This is an optimization exercise on Yosys and OpenROAD, whose aim is small area and a short achievable clock period, not a production implementation.
At most, simulation tests tie the RTL to the original design; equivalence was not proved.

==> run a: inputs <==
## pe_unit
module pe_unit
(
    input  logic                   clk,
    input  logic                   rst,
    input  logic                   in_valid,
    input  logic [16-1:0] weight_count,
    input  logic [16-1:0] feature_count,
    input  logic [(8 + 2*8)-1:0] weight_in,
    input  logic [(4*(8 + 2*8))-1:0] feature_in,
    output logic                   out_valid,
    output logic [(4*4*(2*8 + 2*8))-1:0] result
);
==> flow/config.mk <==
export PLATFORM = sky130hd
export DESIGN_NAME = pe_unit
export DESIGN_NICKNAME = pe_unit
export VERILOG_FILES = /design/flow/design.v
export SDC_FILE = /design/flow/constraint.sdc
export NUM_CORES = 4
export LEC_CHECK = 0
export CAP_MARGIN = 20
export CORE_MARGIN = 2
export CORE_UTILIZATION = 55
export CTS_BUF_LIST = sky130_fd_sc_hd__clkbuf_8
export CTS_CLUSTER_SIZE = 30
export SETUP_SLACK_MARGIN = 2.7
export SLEW_MARGIN = 20
==> flow/constraint.sdc <==
create_clock -name core_clock -period 7.0 [get_ports {clk}]
set_input_delay 1.4000 -clock core_clock [delete_from_list [all_inputs] [get_ports {clk}]]
set_output_delay 1.4000 -clock core_clock [all_outputs]
set_load 0.01 [all_outputs]
standard.sh (not shown) runs the stock make flow with config.mk's settings and CLKGATE_MAP_FILE= SYNTH_SCRIPT=/design/flow/synth_recipe.tcl, a recipe that flattens the netlist after the stock synthesis.
==> flow/flow/run.sh <==
#!/bin/bash
# Layout flow: the standard flow (standard.sh, unchanged synthesis and
# steps), except that the buffers placed on every input and output port are
# sky130_fd_sc_hd__buf_2 rather than the flow's default pick (a delay cell).
set -euo pipefail
export BUFFER_PORTS_ARGS="-buffer_cell sky130_fd_sc_hd__buf_2"
bash standard.sh > standard.log 2>&1
==> run b: changes against run a <==
--- a/flow/design.v
+++ b/flow/design.v
@@ -6,14 +6,15 @@
     input  logic                   rst,
     input  logic                   in_valid,
     input  logic [16-1:0] weight_count,
     input  logic [16-1:0] feature_count,
     output logic [4-1:0]   slot_sel,
     output logic [4-1:0]   coord_sel,
     output logic                   busy,
+    output logic                   idle,
     output logic                   out_valid
 );
     localparam logic [1:0] IDLE = 2'd0;
     localparam logic [1:0] RUN  = 2'd1;
     localparam logic [1:0] DONE = 2'd3;
     logic [1:0]             state;
     logic [16-1:0] cycle_cnt;
@@ -21,35 +22,41 @@
     logic [16-1:0] weight_cnt;
     logic [16-1:0] next_weight_cnt;
     logic                   accept;
     logic                   weight_we;
     logic                   pass_end;
     logic                   last_pass;
     logic                   slot0_n;
+    logic                   coord0_n;
+    logic [16-1:0] next_cycle_cnt;
     assign slot_sel[0] = ~slot0_n;
     assign accept = (state == IDLE && in_valid) || state == RUN;
     assign cycle_inc = cycle_cnt + 16'(1);
     assign pass_end  = accept && (cycle_inc == feature_count);
     assign weight_we = accept && (slot_sel != '0);
-    always_comb begin
-        for (int i = 0; i < 4; i++)
-            coord_sel[i] = (cycle_cnt == 16'(i));
-    end
+    assign next_cycle_cnt = !accept ? cycle_cnt : pass_end ? '0 : cycle_inc;
+    assign coord_sel[0]   = ~coord0_n;
     assign busy = (state != IDLE) || in_valid;
+    assign idle = (state == IDLE);
     assign next_weight_cnt = weight_we ? weight_cnt + 16'(1) : weight_cnt;
     assign last_pass = (next_weight_cnt >= weight_count);
     always_ff @(posedge clk or posedge rst) begin
         if (rst) begin
             state      <= IDLE;
             cycle_cnt  <= '0;
             weight_cnt <= '0;
             slot0_n    <= 1'b0;
             slot_sel[4-1:1] <= '0;
+            coord0_n   <= 1'b0;
+            coord_sel[4-1:1] <= '0;
             out_valid  <= 1'b0;
         end else begin
+            coord0_n   <= (next_cycle_cnt != '0);
+            for (int i = 1; i < 4; i++)
+                coord_sel[i] <= (next_cycle_cnt == 16'(i));
             weight_cnt <= next_weight_cnt;
             out_valid  <= accept;
             if (accept) begin
                 if (pass_end) begin
                     cycle_cnt <= '0;
                     slot0_n   <= 1'b0;
                     slot_sel[4-1:1] <= '0;
@@ -77,15 +84,15 @@
     output logic [4*(8 + 2*8)-1:0] weights,
     output logic [4*(8 + 2*8)-1:0] weights_next
 );
     localparam int EW = (8 + 2*8);
     localparam int C  = 8;
     logic [4*EW-1:0] slots;
     logic [EW-1:0]           entry;
-    assign entry = {weight_in[EW-1:2*C], -weight_in[2*C-1:C], -weight_in[C-1:0]};
+    assign entry = weight_in;
     always_comb begin
         for (int i = 0; i < 4; i++)
             weights_next[i*EW +: EW] = {slot_sel[i]  ? entry[EW-1:2*C]     : slots[i*EW + 2*C +: EW-2*C],
                                         coord_sel[i] ? entry[2*C-1:0]      : slots[i*EW +: 2*C]};
     end
     always_ff @(posedge clk or posedge rst) begin
         if (rst) begin
@@ -98,111 +105,111 @@
 endmodule
 `default_nettype wire
 `timescale 1ns/1ps
 `default_nettype none
 module feature_window
 (
     input  logic                   clk,
-    input  logic                   rst,
-    input  logic                   busy,
     input  logic [(4*(8 + 2*8))-1:0] feature_in,
-    output logic [3*(4*(8 + 2*8))-1:0] window
+    output logic [3*4*8-1:0] values
 );
-    localparam int GW = (4*(8 + 2*8));
     localparam int CW = 2*4*8;
     localparam int VW = 4*8;
-    logic [3*CW-1:0] coords;
-    logic [3*VW-1:0] values;
-    always_ff @(posedge clk or posedge rst) begin
-        if (rst) begin
-            coords <= '0;
-        end else begin
-            coords <= {coords[2*CW-1:0], feature_in[CW-1:0] & {CW{busy}}};
-        end
-    end
+    logic [3*VW-1:0] stages;
     always_ff @(posedge clk) begin
-        values <= {values[2*VW-1:0], feature_in[GW-1:CW]};
-    end
-    always_comb begin
-        for (int d = 0; d < 3; d++)
-            window[d*GW +: GW] = {values[d*VW +: VW], coords[d*CW +: CW]};
+        stages <= {stages[2*VW-1:0], feature_in[CW +: VW]};
     end
+    assign values = stages;
 endmodule
 `default_nettype wire
 `timescale 1ns/1ps
 `default_nettype none
 module outer_product_array
 (
     input  logic                             clk,
+    input  logic                             rst,
+    input  logic                             busy,
+    input  logic                             idle,
     input  logic [4*(8 + 2*8)-1:0] weights,
     input  logic [4*(8 + 2*8)-1:0] weights_next,
-    input  logic [3*(4*(8 + 2*8))-1:0]         window,
+    input  logic [3*4*8-1:0] values,
     input  logic [(4*(8 + 2*8))-1:0]           feature_in,
     output logic [(4*4*(2*8 + 2*8))-1:0]          result
 );
     localparam int W  = 8;
     localparam int C  = 8;
     localparam int L  = 4;
     localparam int N  = L*L;
     localparam int EW = (8 + 2*8);
     localparam int GW = (4*(8 + 2*8));
-    logic [4*GW-1:0] src;
-    assign src = {window, feature_in};
+    localparam int VW = L*W;
+    logic [4*VW-1:0] src;
+    assign src = {values, feature_in[2*L*C +: VW]};
     logic [N*2*W-1:0] prod_s_d, prod_c_d;
     logic [N*2*W-1:0] prod_b_d, prod_b_q;
-    logic [N*3-1:0]   prod_g_d, prod_g_q;
+    logic [N*4-1:0]   prod_g_d, prod_g_q;
     logic [N*2*W-1:0] prod_q;
     for (genvar i = 0; i < L; i++) begin : g_slot
         for (genvar j = 0; j < L; j++) begin : g_lane
             mul_bw u_mul (
                 .a (weights_next[i*EW + 2*C +: W]),
-                .b (src[i*GW + 2*L*C + j*W +: W]),
+                .b (src[i*VW + j*W +: W]),
                 .s (prod_s_d[(i*L+j)*2*W +: 2*W]),
                 .c (prod_c_d[(i*L+j)*2*W +: 2*W])
             );
             blk_pre u_pre (
                 .ra (prod_s_d[(i*L+j)*2*W +: 2*W]),
                 .rb (prod_c_d[(i*L+j)*2*W +: 2*W]),
                 .s0 (prod_b_d[(i*L+j)*2*W +: 2*W]),
-                .g  (prod_g_d[(i*L+j)*3 +: 3])
+                .g  (prod_g_d[(i*L+j)*4 +: 4])
             );
             blk_post u_post (
                 .s0 (prod_b_q[(i*L+j)*2*W +: 2*W]),
-                .g  (prod_g_q[(i*L+j)*3 +: 3]),
+                .g  (prod_g_q[(i*L+j)*4 +: 4]),
                 .p  (prod_q[(i*L+j)*2*W +: 2*W])
             );
         end
     end
     always_ff @(posedge clk) begin
         prod_b_q <= prod_b_d;
         prod_g_q <= prod_g_d;
     end
-    logic [2*L*C-1:0] off3_d, off3_q;
+    logic [4*2*L*C-1:0] off_d, off_q;
+    logic [3*2*C-1:0]   delta;
     always_comb begin
-        for (int j = 0; j < L; j++) begin
-            off3_d[L*C + j*C +: C] = src[3*GW + L*C + j*C +: C] + weights_next[3*EW + C +: C];
-            off3_d[j*C +: C]       = src[3*GW + j*C +: C] + weights_next[3*EW +: C];
+        for (int d = 0; d < 3; d++) begin
+            for (int f = 0; f < 2; f++) begin
+                delta[d*2*C + f*C +: C] =
+                    (idle && d == 0 ? C'(0) : weights[d*EW + f*C +: C]) -
+                    weights_next[(d+1)*EW + f*C +: C];
+            end
+        end
+        for (int f = 0; f < 2; f++) begin
+            for (int j = 0; j < L; j++) begin
+                off_d[f*L*C + j*C +: C] = busy ?
+                    feature_in[f*L*C + j*C +: C] - weights_next[f*C +: C] : C'(0);
+                for (int d = 0; d < 3; d++)
+                    off_d[(d+1)*2*L*C + f*L*C + j*C +: C] =
+                        off_q[d*2*L*C + f*L*C + j*C +: C] + delta[d*2*C + f*C +: C];
+            end
         end
     end
-    always_ff @(posedge clk) begin
-        off3_q <= off3_d;
+    always_ff @(posedge clk or posedge rst) begin
+        if (rst) begin
+            off_q <= '0;
+        end else begin
+            off_q <= off_d;
+        end
     end
     always_comb begin
         result[N*2*C +: N*2*W] = prod_q;
         for (int i = 0; i < L; i++) begin
             for (int j = 0; j < L; j++) begin
-                if (i < 3) begin
-                    result[N*C + (i*L+j)*C +: C] =
-                        window[i*GW + L*C + j*C +: C] + weights[i*EW + C +: C];
-                    result[(i*L+j)*C +: C] =
-                        window[i*GW + j*C +: C] + weights[i*EW +: C];
-                end else begin
-                    result[N*C + (i*L+j)*C +: C] = off3_q[L*C + j*C +: C];
-                    result[(i*L+j)*C +: C]       = off3_q[j*C +: C];
-                end
+                result[N*C + (i*L+j)*C +: C] = off_q[i*2*L*C + L*C + j*C +: C];
+                result[(i*L+j)*C +: C]       = off_q[i*2*L*C + j*C +: C];
             end
         end
     end
 endmodule
 module mul_bw (
     input  logic [7:0]  a,
     input  logic [7:0]  b,
@@ -368,42 +375,57 @@
     assign s[15] = 1'b1;
     assign c[15] = 1'b0;
 endmodule
 module blk_pre (
     input  logic [15:0] ra,
     input  logic [15:0] rb,
     output logic [15:0] s0,
-    output logic [2:0]  g
+    output logic [3:0]  g
 );
-    always_comb begin
-        for (int k = 0; k < 4; k++) begin
-            logic [4:0] t;
-            t = {1'b0, ra[4*k +: 4]} + {1'b0, rb[4*k +: 4]};
-            s0[4*k +: 4] = t[3:0];
-            if (k < 3) g[k] = t[4];
-        end
-    end
+    logic [3:0] t0;
+    assign t0 = {1'b0, ra[2:0]} + {1'b0, rb[2:0]};
+    assign s0[2:0] = t0[2:0];
+    assign g[0] = t0[3];
+    logic [3:0] t1;
+    assign t1 = {1'b0, ra[5:3]} + {1'b0, rb[5:3]};
+    assign s0[5:3] = t1[2:0];
+    assign g[1] = t1[3];
+    logic [3:0] t2;
+    assign t2 = {1'b0, ra[8:6]} + {1'b0, rb[8:6]};
+    assign s0[8:6] = t2[2:0];
+    assign g[2] = t2[3];
+    logic [3:0] t3;
+    assign t3 = {1'b0, ra[11:9]} + {1'b0, rb[11:9]};
+    assign s0[11:9] = t3[2:0];
+    assign g[3] = t3[3];
+    logic [4:0] t4;
+    assign t4 = {1'b0, ra[15:12]} + {1'b0, rb[15:12]};
+    assign s0[15:12] = t4[3:0];
 endmodule
 module blk_post (
     input  logic [15:0] s0,
-    input  logic [2:0]  g,
+    input  logic [3:0]  g,
     output logic [15:0] p
 );
-    logic [3:0] pr;
-    logic [3:0] c;
-    always_comb begin
-        for (int k = 0; k < 4; k++)
-            pr[k] = &s0[4*k +: 4];
-        c[0] = 1'b0;
-        c[1] = g[0];
-        c[2] = g[1] | (pr[1] & g[0]);
-        c[3] = g[2] | (pr[2] & g[1]) | (pr[2] & pr[1] & g[0]);
-        for (int k = 0; k < 4; k++)
-            p[4*k +: 4] = s0[4*k +: 4] + {3'b0, c[k]};
-    end
+    logic [4:0] pr, c;
+    assign pr[0] = &s0[2:0];
+    assign pr[1] = &s0[5:3];
+    assign pr[2] = &s0[8:6];
+    assign pr[3] = &s0[11:9];
+    assign pr[4] = &s0[15:12];
+    assign c[0] = 1'b0;
+    assign c[1] = (g[0]);
+    assign c[2] = (g[1]) | (g[0] & pr[1]);
+    assign c[3] = (g[2]) | (g[1] & pr[2]) | (g[0] & pr[1] & pr[2]);
+    assign c[4] = (g[3]) | (g[2] & pr[3]) | (g[1] & pr[2] & pr[3]) | (g[0] & pr[1] & pr[2] & pr[3]);
+    assign p[2:0] = s0[2:0] + {2'b0, c[0]};
+    assign p[5:3] = s0[5:3] + {2'b0, c[1]};
+    assign p[8:6] = s0[8:6] + {2'b0, c[2]};
+    assign p[11:9] = s0[11:9] + {2'b0, c[3]};
+    assign p[15:12] = s0[15:12] + {3'b0, c[4]};
 endmodule
 `default_nettype wire
 `timescale 1ns/1ps
 `default_nettype none
 module pe_unit
 (
     input  logic                   clk,
@@ -417,45 +439,48 @@
     output logic [(4*4*(2*8 + 2*8))-1:0] result
 );
     logic [4-1:0]             slot_sel;
     logic [4-1:0]             coord_sel;
     logic                             busy;
     logic [4*(8 + 2*8)-1:0] weights;
     logic [4*(8 + 2*8)-1:0] weights_next;
-    logic [3*(4*(8 + 2*8))-1:0]         window;
+    logic                             idle;
+    logic [3*4*8-1:0] values;
     pe_sequencer u_sequencer (
         .clk           (clk),
         .rst           (rst),
         .in_valid      (in_valid),
         .weight_count  (weight_count),
         .feature_count (feature_count),
         .slot_sel      (slot_sel),
         .coord_sel     (coord_sel),
         .busy          (busy),
+        .idle          (idle),
         .out_valid     (out_valid)
     );
     weight_buffer u_weight_buffer (
         .clk          (clk),
         .rst          (rst),
         .slot_sel     (slot_sel),
         .coord_sel    (coord_sel),
         .weight_in    (weight_in),
         .weights      (weights),
         .weights_next (weights_next)
     );
     feature_window u_feature_window (
         .clk        (clk),
-        .rst        (rst),
-        .busy       (busy),
         .feature_in (feature_in),
-        .window     (window)
+        .values     (values)
     );
     outer_product_array u_outer_product_array (
         .clk          (clk),
+        .rst          (rst),
+        .busy         (busy),
+        .idle         (idle),
         .weights      (weights),
         .weights_next (weights_next),
-        .window       (window),
+        .values       (values),
         .feature_in   (feature_in),
         .result       (result)
     );
 endmodule
 `default_nettype wire
--- a/flow/config.mk
+++ b/flow/config.mk
@@ -6,9 +6,9 @@
 export NUM_CORES = 4
 export LEC_CHECK = 0
 export CAP_MARGIN = 20
 export CORE_MARGIN = 2
 export CORE_UTILIZATION = 55
 export CTS_BUF_LIST = sky130_fd_sc_hd__clkbuf_8
 export CTS_CLUSTER_SIZE = 30
-export SETUP_SLACK_MARGIN = 2.7
+export SETUP_SLACK_MARGIN = 2.85
 export SLEW_MARGIN = 20
==> run c: changes against run a <==
--- a/flow/design.v
+++ b/flow/design.v
@@ -4,15 +4,14 @@
 (
     input  logic                   clk,
     input  logic                   rst,
     input  logic                   in_valid,
     input  logic [16-1:0] weight_count,
     input  logic [16-1:0] feature_count,
     output logic [4-1:0]   slot_sel,
-    output logic [4-1:0]   coord_sel,
     output logic                   busy,
     output logic                   out_valid
 );
     localparam logic [1:0] IDLE = 2'd0;
     localparam logic [1:0] RUN  = 2'd1;
     localparam logic [1:0] DONE = 2'd3;
     logic [1:0]             state;
@@ -26,18 +25,14 @@
     logic                   last_pass;
     logic                   slot0_n;
     assign slot_sel[0] = ~slot0_n;
     assign accept = (state == IDLE && in_valid) || state == RUN;
     assign cycle_inc = cycle_cnt + 16'(1);
     assign pass_end  = accept && (cycle_inc == feature_count);
     assign weight_we = accept && (slot_sel != '0);
-    always_comb begin
-        for (int i = 0; i < 4; i++)
-            coord_sel[i] = (cycle_cnt == 16'(i));
-    end
     assign busy = (state != IDLE) || in_valid;
     assign next_weight_cnt = weight_we ? weight_cnt + 16'(1) : weight_cnt;
     assign last_pass = (next_weight_cnt >= weight_count);
     always_ff @(posedge clk or posedge rst) begin
         if (rst) begin
             state      <= IDLE;
             cycle_cnt  <= '0;
@@ -68,28 +63,26 @@
 `timescale 1ns/1ps
 `default_nettype none
 module weight_buffer
 (
     input  logic                   clk,
     input  logic                   rst,
     input  logic [4-1:0]   slot_sel,
-    input  logic [4-1:0]   coord_sel,
     input  logic [(8 + 2*8)-1:0] weight_in,
     output logic [4*(8 + 2*8)-1:0] weights,
     output logic [4*(8 + 2*8)-1:0] weights_next
 );
     localparam int EW = (8 + 2*8);
     localparam int C  = 8;
     logic [4*EW-1:0] slots;
     logic [EW-1:0]           entry;
     assign entry = {weight_in[EW-1:2*C], -weight_in[2*C-1:C], -weight_in[C-1:0]};
     always_comb begin
         for (int i = 0; i < 4; i++)
-            weights_next[i*EW +: EW] = {slot_sel[i]  ? entry[EW-1:2*C]     : slots[i*EW + 2*C +: EW-2*C],
-                                        coord_sel[i] ? entry[2*C-1:0]      : slots[i*EW +: 2*C]};
+            weights_next[i*EW +: EW] = slot_sel[i] ? entry : slots[i*EW +: EW];
     end
     always_ff @(posedge clk or posedge rst) begin
         if (rst) begin
             slots <= '0;
         end else begin
             slots <= weights_next;
         end
@@ -101,45 +94,43 @@
 `default_nettype none
 module feature_window
 (
     input  logic                   clk,
     input  logic                   rst,
     input  logic                   busy,
     input  logic [(4*(8 + 2*8))-1:0] feature_in,
-    output logic [3*(4*(8 + 2*8))-1:0] window
+    output logic [3*(4*(8 + 2*8))-1:0] window,
+    output logic [2*4*8-1:0] coords3
 );
     localparam int GW = (4*(8 + 2*8));
     localparam int CW = 2*4*8;
-    localparam int VW = 4*8;
-    logic [3*CW-1:0] coords;
-    logic [3*VW-1:0] values;
+    logic [3*GW-1:0] stages;
+    logic [CW-1:0]   last;
     always_ff @(posedge clk or posedge rst) begin
         if (rst) begin
-            coords <= '0;
+            stages <= '0;
+            last   <= '0;
         end else begin
-            coords <= {coords[2*CW-1:0], feature_in[CW-1:0] & {CW{busy}}};
+            stages <= {stages[2*GW-1:0], feature_in & {GW{busy}}};
+            last   <= stages[2*GW +: CW];
         end
     end
-    always_ff @(posedge clk) begin
-        values <= {values[2*VW-1:0], feature_in[GW-1:CW]};
-    end
-    always_comb begin
-        for (int d = 0; d < 3; d++)
-            window[d*GW +: GW] = {values[d*VW +: VW], coords[d*CW +: CW]};
-    end
+    assign window  = stages;
+    assign coords3 = last;
 endmodule
 `default_nettype wire
 `timescale 1ns/1ps
 `default_nettype none
 module outer_product_array
 (
     input  logic                             clk,
     input  logic [4*(8 + 2*8)-1:0] weights,
     input  logic [4*(8 + 2*8)-1:0] weights_next,
     input  logic [3*(4*(8 + 2*8))-1:0]         window,
+    input  logic [2*4*8-1:0] coords3,
     input  logic [(4*(8 + 2*8))-1:0]           feature_in,
     output logic [(4*4*(2*8 + 2*8))-1:0]          result
 );
     localparam int W  = 8;
     localparam int C  = 8;
     localparam int L  = 4;
     localparam int N  = L*L;
@@ -172,37 +163,28 @@
             );
         end
     end
     always_ff @(posedge clk) begin
         prod_b_q <= prod_b_d;
         prod_g_q <= prod_g_d;
     end
-    logic [2*L*C-1:0] off3_d, off3_q;
+    logic [4*2*L*C-1:0] coords;
     always_comb begin
-        for (int j = 0; j < L; j++) begin
-            off3_d[L*C + j*C +: C] = src[3*GW + L*C + j*C +: C] + weights_next[3*EW + C +: C];
-            off3_d[j*C +: C]       = src[3*GW + j*C +: C] + weights_next[3*EW +: C];
-        end
-    end
-    always_ff @(posedge clk) begin
-        off3_q <= off3_d;
+        for (int d = 0; d < 3; d++)
+            coords[d*2*L*C +: 2*L*C] = window[d*GW +: 2*L*C];
+        coords[3*2*L*C +: 2*L*C] = coords3;
     end
     always_comb begin
         result[N*2*C +: N*2*W] = prod_q;
         for (int i = 0; i < L; i++) begin
             for (int j = 0; j < L; j++) begin
-                if (i < 3) begin
-                    result[N*C + (i*L+j)*C +: C] =
-                        window[i*GW + L*C + j*C +: C] + weights[i*EW + C +: C];
-                    result[(i*L+j)*C +: C] =
-                        window[i*GW + j*C +: C] + weights[i*EW +: C];
-                end else begin
-                    result[N*C + (i*L+j)*C +: C] = off3_q[L*C + j*C +: C];
-                    result[(i*L+j)*C +: C]       = off3_q[j*C +: C];
-                end
+                result[N*C + (i*L+j)*C +: C] =
+                    coords[i*2*L*C + L*C + j*C +: C] + weights[i*EW + C +: C];
+                result[(i*L+j)*C +: C] =
+                    coords[i*2*L*C + j*C +: C] + weights[i*EW +: C];
             end
         end
     end
 endmodule
 module mul_bw (
     input  logic [7:0]  a,
     input  logic [7:0]  b,
@@ -413,49 +395,49 @@
     input  logic [16-1:0] feature_count,
     input  logic [(8 + 2*8)-1:0] weight_in,
     input  logic [(4*(8 + 2*8))-1:0] feature_in,
     output logic                   out_valid,
     output logic [(4*4*(2*8 + 2*8))-1:0] result
 );
     logic [4-1:0]             slot_sel;
-    logic [4-1:0]             coord_sel;
     logic                             busy;
     logic [4*(8 + 2*8)-1:0] weights;
     logic [4*(8 + 2*8)-1:0] weights_next;
     logic [3*(4*(8 + 2*8))-1:0]         window;
+    logic [2*4*8-1:0] coords3;
     pe_sequencer u_sequencer (
         .clk           (clk),
         .rst           (rst),
         .in_valid      (in_valid),
         .weight_count  (weight_count),
         .feature_count (feature_count),
         .slot_sel      (slot_sel),
-        .coord_sel     (coord_sel),
         .busy          (busy),
         .out_valid     (out_valid)
     );
     weight_buffer u_weight_buffer (
         .clk          (clk),
         .rst          (rst),
         .slot_sel     (slot_sel),
-        .coord_sel    (coord_sel),
         .weight_in    (weight_in),
         .weights      (weights),
         .weights_next (weights_next)
     );
     feature_window u_feature_window (
         .clk        (clk),
         .rst        (rst),
         .busy       (busy),
         .feature_in (feature_in),
-        .window     (window)
+        .window     (window),
+        .coords3    (coords3)
     );
     outer_product_array u_outer_product_array (
         .clk          (clk),
         .weights      (weights),
         .weights_next (weights_next),
         .window       (window),
+        .coords3      (coords3),
         .feature_in   (feature_in),
         .result       (result)
     );
 endmodule
 `default_nettype wire
==> flow/run.sh (new file) <==
#!/bin/bash
# synth_recipe.tcl (not shown) runs the flow's synth.tcl, then flattens the netlist and writes it again
# the make line also repeats each setting of config.mk as NAME=value (left out here)
make -C /OpenROAD-flow-scripts/flow DESIGN_CONFIG=/design/flow/config.mk WORK_HOME=/design/flow/orfs CLKGATE_MAP_FILE= SYNTH_SCRIPT=/design/flow/synth_recipe.tcl finish
==> flow/config.mk (replaced) <==
export PLATFORM = sky130hd
export DESIGN_NAME = pe_unit
export DESIGN_NICKNAME = pe_unit
export VERILOG_FILES = /design/flow/design.v
export SDC_FILE = /design/flow/constraint.sdc
export NUM_CORES = 4
export LEC_CHECK = 0
export CAP_MARGIN = 20
export CORE_MARGIN = 2
export CORE_UTILIZATION = 65
export SETUP_SLACK_MARGIN = 2.7
export SLEW_MARGIN = 20
removed: flow/flow/run.sh
removed: flow/standard.sh
==> impl_metrics.toml <==
[finish]
syn2layout_area_growth_pct = 18.4

[placement]
dp_hpwl_mm = 129

[worst_setup_path]
crit_required_ns = 7.74
r2r_start = "u_sequencer.slot_sel[1]"
startpoint = "weight_in[19]"

[run_status]
outcome = "complete, no violations"

[sta]
layout_setup_ws_ns = 2.77

[pwr]
power_frac_clock_pct = 18.2
(the above is from run b)
==> impl_metrics.toml <==
[run_status]
outcome = "complete, no violations"

[sta]
layout_setup_ws_ns = 2.54
fmax_mhz = 224

[worst_setup_path]
startpoint = "u_outer_product_array.prod_b_q[230]"
crit_required_ns = 5.60
r2r_start = "u_sequencer.slot_sel[1]"

[pwr]
power_frac_clock_pct = 17.4

[global_routing]
grt_pass1_vias = 47400

[placement]
dp_hpwl_mm = 124

[finish]
syn2layout_area_growth_pct = 23.1

[routing]
wirelength_mm = 181
(the above is from run c)
==> impl_metrics.toml <==
[worst_setup_path]
crit_required_ns = 5.60
critPathMaxFanout = 4
startpoint = "u_weight_buffer.slots[0]"
r2r_start = "u_sequencer.slot_sel[3]"
slowest_delay_ns = 0.42

[routing]
met3RoutedLength_mm = 10.8

[sta]
worstMarginPinSlew_ns = 1.10
layout_setup_ws_ns = 2.56

[logic_synthesis]
synthTopCellsByArea = "fa_1 22%, dfxtp_1 15%, ha_1 14%"
avgSynthCellArea_um2 = 10.2

[finish]
seq_share_pct = 24.4

[placement]
dp_hpwl_mm = 126

[run_status]
outcome = "complete, no violations"
(the above is from run a)
No functional check of the RTL was part of run a and run c.

==> separate check: timing with driven ports <==
The flow's constraints put no driver on any port. The routed layouts listed below were extracted and timed again, unchanged, in two steps. Step 1 sets driving cells, clkbuf_16 on the clock port and buf_2 on the other inputs (assumed; they add their load-dependent delay and slew). Step 2 times the ports against the registers' clock, not the clock port: input delays grow and output delays shrink by t, the midpoint of the rising clock arrivals with the driver on. a / b / c = ideal ports / drivers / drivers and shift; a / b = the first two.
run	t, ns	setup WS [ns]	worst setup path after step 2	worst data-port slew with drivers (ns)
run a	0.889	2.563 / 2.487 / 1.726	input to register	0.13
run b	0.915	2.767 / 2.747 / 1.833	input to register	0.20
run c	0.759	2.536 / 2.457 / 1.789	input to register	0.28
After both steps every run listed still meets setup and hold. The setup slack of run b, which loses most, moves by -0.020 ns with the drivers and by -0.934 ns with both steps.
